What follows belongs to an exercise in optimizing a design on an open flow for small area; a production flow would make more cautious choices.
RTL that was checked went through simulation tests only; none was proved equivalent to the original.
No activity file was given, so power comes from the tool's default toggle rates.

Setup of old:
## record_packer
module record_packer #(
    parameter int unsigned P_LOG = 4,
    parameter int unsigned DATW  = 64,
    parameter int unsigned KEYW  = 32
) (
    input  logic                     CLK,
    input  logic                     RST,
    input  logic [DATW-1:0]          DIN,
    input  logic                     DINEN,
    input  logic                     DINLAST,
    input  logic                     FLUSH,
    output logic                     DIN_RDY,
    output logic [(DATW<<P_LOG)-1:0] DOT,
    output logic                     DOTEN,
    output logic [P_LOG:0]           DOTCNT,
    output logic                     DOTLAST
);
    localparam int unsigned LANES = 1 << P_LOG;
    localparam int unsigned BW    = DATW * LANES;
    localparam int unsigned CW    = P_LOG + 1;
    typedef logic [CW-1:0]    cnt_t;
    typedef logic [P_LOG-1:0] lane_t;
    logic          rdy_q;
    lane_t         cnt_q;
    lane_t         cnt_r;     
    logic [BW-1:0] dot_q;
    logic          doten_q;
    cnt_t          dotcnt_q;
    logic          dotlast_q;
    logic             accept;
    logic             close;
    logic [LANES-1:0] upd;    
    logic [LANES-1:0] nwr;    
    assign cnt_q  = cnt_r ^ lane_t'(LANES / 2);
    assign accept = DINEN & rdy_q;
    assign close  = (accept && ((cnt_q == lane_t'(LANES - 1)) || DINLAST || FLUSH))
                  || (FLUSH && (cnt_q != '0));
    always_comb begin
        for (int unsigned i = 0; i < LANES; i++) begin
            upd[i] = (lane_t'(i) >= cnt_q);
            nwr[i] = !(accept && (lane_t'(i) == cnt_q));
        end
    end
    always_ff @(posedge CLK) begin
        for (int unsigned i = 0; i < LANES; i++) begin
            dot_q[i*DATW +: DATW] <= (dot_q[i*DATW +: DATW] | {DATW{upd[i]}})
                                   & (DIN | {DATW{nwr[i]}});
        end
  ...
Size in the first run: roughly 2,400 cells after synthesis, roughly 1,000 flip-flops, about 1,100 I/O pins, roughly 0.032 mm² of cells after synthesis.
clock: 4.0 ns
lec_check: 0
cap_margin: 0
core_area: 2 2 678 78
die_area: 0 0 680 80
slew_margin: 0
standard.sh (not shown) runs the stock make flow with config.mk's settings and CLKGATE_MAP_FILE= SYNTH_SCRIPT=/design/flow/synth_recipe.tcl, a recipe that flattens the netlist after the stock synthesis.
==> flow/flow/run.sh <==
#!/bin/bash
# Standard ORFS layout with these changes: the port buffers are buf_1 instead of the
# resizer's default choice, and CTS inserts no dummy loads and clusters more sinks per
# leaf buffer.
set -euo pipefail
export BUFFER_PORTS_ARGS="-buffer_cell sky130_fd_sc_hd__buf_1"
export CTS_ARGS="-sink_clustering_enable -repair_clock_nets -dont_use_dummy_load -sink_clustering_size 28 -sink_clustering_max_diameter 60"
bash standard.sh finish > standard_flow.log 2>&1
old was carried through to the last stage, and its layout satisfied the timing, design-rule and antenna checks.
diff inputs: old => new
Settings: SLEW_MARGIN now 20, was 0; CAP_MARGIN now 20, was 0; CORE_AREA now 2 2 378 378, was 2 2 678 78; DIE_AREA now 0 0 380 380, was 0 0 680 80.
[compare] base=old new=new: placed wire-length estimate after detailed placement up 25 mm; simple-gate portion of the synthesized area flat; number of antenna violations at the first check in global routing up 9.
Run comparison: old end point of the critical path dot_q[504]; new end point of the critical path dot_q[91]
STATUS post-route minimum period: new loses against old
Compare old and new | row count lower: old
NOTE: total power in new exceeds that of old
Utilization: new vs old down 45 points
What old reported for overall die height has to be multiplied by 4.8 to get the figure for new.
Summary of new over old: die extent in x lost 44%; routed via count increased about 3%; largest stage delay on the critical path shrank by 40 ps.

---

record_packer again, from the RTL that the note above started with.
// record_packer
module record_packer #(
    parameter int unsigned P_LOG = 4,
    parameter int unsigned DATW  = 64,
    parameter int unsigned KEYW  = 32
) (
    input  logic                     CLK,
    input  logic                     RST,
    input  logic [DATW-1:0]          DIN,
    input  logic                     DINEN,
    input  logic                     DINLAST,
    input  logic                     FLUSH,
    output logic                     DIN_RDY,
    output logic [(DATW<<P_LOG)-1:0] DOT,
    output logic                     DOTEN,
    output logic [P_LOG:0]           DOTCNT,
    output logic                     DOTLAST
);
    localparam int unsigned LANES = 1 << P_LOG;
    localparam int unsigned BW    = DATW * LANES;
    localparam int unsigned CW    = P_LOG + 1;
    typedef logic [CW-1:0]    cnt_t;
    typedef logic [P_LOG-1:0] lane_t;
    logic          rdy_q;
    lane_t         cnt_q;
    lane_t         cnt_r;     
    logic [BW-1:0] dot_q;
    logic          doten_q;
    cnt_t          dotcnt_q;
    logic          dotlast_q;
    logic             accept;
    logic             close;
    logic [LANES-1:0] upd;    
    logic [LANES-1:0] nwr;    
    assign cnt_q  = cnt_r ^ lane_t'(LANES / 2);
    assign accept = DINEN & rdy_q;
    assign close  = (accept && ((cnt_q == lane_t'(LANES - 1)) || DINLAST || FLUSH))
                  || (FLUSH && (cnt_q != '0));
    always_comb begin
        for (int unsigned i = 0; i < LANES; i++) begin
            upd[i] = (lane_t'(i) >= cnt_q);
            nwr[i] = !(accept && (lane_t'(i) == cnt_q));
        end
    end
    always_ff @(posedge CLK) begin
        for (int unsigned i = 0; i < LANES; i++) begin
            dot_q[i*DATW +: DATW] <= (dot_q[i*DATW +: DATW] | {DATW{upd[i]}})
                                   & (DIN | {DATW{nwr[i]}});
        end
    end
    always_ff @(posedge CLK) begin
        if (RST) begin
            rdy_q   <= 1'b0;
            cnt_r   <= lane_t'(LANES / 2);
            doten_q <= 1'b0;
        end else begin
            rdy_q   <= 1'b1;
            cnt_r   <= (close ? lane_t'(0) : cnt_q + lane_t'(accept)) ^ lane_t'(LANES / 2);
            doten_q <= close;
        end
    end
    always_ff @(posedge CLK) begin
        dotcnt_q  <= cnt_t'(cnt_q) + cnt_t'(accept);
        dotlast_q <= accept & DINLAST;
    end
  ...
export LEC_CHECK = 0
export CAP_MARGIN = 20
export CORE_AREA = 2 2 648 108
export DIE_AREA = 0 0 650 110
export SLEW_MARGIN = 20
create_clock -name core_clock -period 4.0 [get_ports {CLK}]
Scripts as last shown in full above: flow/flow/run.sh
Change:
- CORE_AREA: 2 2 648 108 -> 2 2 678 78
- DIE_AREA: 0 0 650 110 -> 0 0 680 80
The new run passed the timing, design-rule and antenna checks.
Non-clock buffer count is lower by 18.
Global-route usage is higher by 5.4 points.
Maximum frequency is higher slightly.
Final cell count is lower by a few percent.
Routed wire length is lower by roughly a tenth.
Area after synthesis is unchanged.
Register-to-register slack is better by 0.04 ns.
Core utilization is higher by 18 points.
Count of clock-buffer cells in the layout does not change.
Critical path depth is unchanged.
Change:
==> flow/flow/run.sh (replaced) <==
#!/bin/bash
# Standard ORFS layout with two changes: the port buffers are buf_1 instead of the
# resizer's default choice, and CTS inserts no dummy loads.
set -euo pipefail
export BUFFER_PORTS_ARGS="-buffer_cell sky130_fd_sc_hd__buf_1"
export CTS_ARGS="-sink_clustering_enable -repair_clock_nets -dont_use_dummy_load"
bash standard.sh finish > standard_flow.log 2>&1
- CORE_AREA: 2 2 678 78 -> 2 2 648 108
- DIE_AREA: 0 0 680 80 -> 0 0 650 110
What happened: Sequential power hardly moves; synthesized cell count is unchanged; global-route usage is lower by 5.1 points; worst hold slack is better by 0.035 ns.
Change:
==> flow/run.sh (new file) <==
#!/bin/bash
# synth_recipe.tcl (not shown) runs the flow's synth.tcl, then flattens the netlist and writes it again
# the make line also repeats each setting of config.mk as NAME=value (left out here)
make -C /OpenROAD-flow-scripts/flow DESIGN_CONFIG=/design/flow/config.mk WORK_HOME=/design/flow/orfs CLKGATE_MAP_FILE= SYNTH_SCRIPT=/design/flow/synth_recipe.tcl finish
removed: flow/flow/run.sh
removed: flow/standard.sh
Outcome: Count of clock-buffer cells in the layout came out higher by 20; worst setup slack improves by 0.026 ns; power rises by 8.4%; via count rose by 2.3%; maximum frequency grows by 0.90%; global-route usage rose by 4.2 points; register-to-register slack gets better by 0.03 ns; area after synthesis stays the same; clock skew barely changes; synthesized cell count does not change; final cell count went up by 0.80%.
Change:
==> flow/flow/run.sh (new file) <==
#!/bin/bash
# Standard ORFS layout with these changes: the port buffers are buf_1 instead of the
# resizer's default choice, and CTS inserts no dummy loads and clusters more sinks per
# leaf buffer.
set -euo pipefail
export BUFFER_PORTS_ARGS="-buffer_cell sky130_fd_sc_hd__buf_1"
export CTS_ARGS="-sink_clustering_enable -repair_clock_nets -dont_use_dummy_load -sink_clustering_size 28 -sink_clustering_max_diameter 60"
bash standard.sh finish > standard_flow.log 2>&1
==> flow/standard.sh (new file) <==
#!/bin/bash
# synth_recipe.tcl (not shown) runs the flow's synth.tcl, then flattens the netlist and writes it again
# the make line also repeats each setting of config.mk as NAME=value (left out here)
make -C /OpenROAD-flow-scripts/flow DESIGN_CONFIG=/design/flow/config.mk WORK_HOME=/design/flow/orfs CLKGATE_MAP_FILE= SYNTH_SCRIPT=/design/flow/synth_recipe.tcl "${@:-finish}"
- CAP_MARGIN: 20 -> 0
- SLEW_MARGIN: 20 -> 0
removed: flow/run.sh
=> Clock skew fell by 0.0093 ns; first-iteration DRC count fell by 21%; register-to-register slack improved by 0.03 ns; sequential share of layout area rose by 10 points; synthesized cell count is unchanged; non-clock buffer count rose by 14; clock power fell by 35%; global-route usage fell by 4.7 points; setup slack improved by 0.030 ns; maximum frequency rose by 1.1%; cell count fell by 1.5%.
Change:
- CAP_MARGIN: 0 -> 20
- PLACE_DENSITY: unset -> 0.8
- SLEW_MARGIN: 0 -> 20
The changed run completed with no timing, DRC or antenna violations.
Count of clock-buffer cells in the layout is unchanged.
Total power stays flat.
Non-clock buffer count increases by 39.
Final cell count climbs by 1.0%.
Via count goes up by 2.6%.
Clock skew went up by 0.0060 ns.
Die area does not change.
Routed wire length climbs by 0.67%.
Critical path depth increases by 1.
Worst hold slack gains 0.045 ns.
Cell area went up by 0.82%.

---

record_packer, a different RTL version from the one above (not shown whole).
Size in the first run: about 1,000 flip-flops, ~31,000 µm² of cells after synthesis.
Settings: LEC_CHECK=0, CAP_MARGIN=20, CORE_MARGIN=2, CORE_UTILIZATION=40, SLEW_MARGIN=20; clock period 4.0 ns.
run.sh (not shown) runs the stock make flow with config.mk's settings and CLKGATE_MAP_FILE= SYNTH_SCRIPT=/design/flow/synth_recipe.tcl, a recipe that flattens the netlist after the stock synthesis.
Stock flow here: none of the scripts above is used.
The first run failed in 3_2_place_iop.
==> next run, changes <==
Settings changed: CORE_AREA set to 2 2 648 108, CORE_MARGIN 2 to not set, CORE_UTILIZATION 40 to not set, DIE_AREA set to 0 0 650 110.
Effect:
- Now the flow finished clean
- synthesized cell count stays the same
- area after synthesis stays the same
No functional check of the RTL was part of any run of this note.

separate check: timing with driven ports:
Ports are ideal in the flow. The routed layouts listed here were re-timed in OpenROAD.
Step 1 sets driving cells, clkbuf_16 on the clock port and buf_2 on the other inputs (assumed; they add their load-dependent delay and slew).
Step 2 moves the port delays by t, midway between the first and last clock arrival at a register: inputs arrive t later, outputs are due t later. That takes back most of the time a late clock gives input paths.
a / b / c = ideal / step 1 / step 2; a / b = the first two.
run | t, ns | setup WS [ns] | slew at the worst register clock pin (ns) | pins driven straight from the clock port
old | 0.729 | 1.209 / 1.209 / 1.154 | 0.11 / 0.11 | 1
new | 0.709 | 1.120 / 1.120 / 0.754 | 0.10 / 0.10 | 1
the first run of note 2 | 0.695 | 1.170 / 1.170 / 1.018 | 0.12 / 0.12 | 1
the second run of note 2 | 0.726 | 1.214 / 1.214 / 1.156 | 0.11 / 0.11 | 1
the third run of note 2 | 0.670 | 1.116 / 1.116 / 0.975 | 0.09 / 0.09 | 1
the fourth run of note 2 | 0.712 | 1.142 / 1.142 / 0.673 | 0.09 / 0.09 | 1
the fifth run of note 2 | 0.684 | 1.172 / 1.172 / 0.995 | 0.12 / 0.12 | 1
the sixth run of note 2 | 0.637 | 0.959 / 0.959 / 0.939 | 0.11 / 0.11 | 1
the second run of note 3 | 0.697 | 0.921 / 0.921 / 0.752 | 0.09 / 0.09 | 1
After both steps every run listed still meets setup and hold. The setup slack of the fourth run of note 2, which loses most, moves by 0.000 ns with the drivers and by -0.469 ns with both steps.
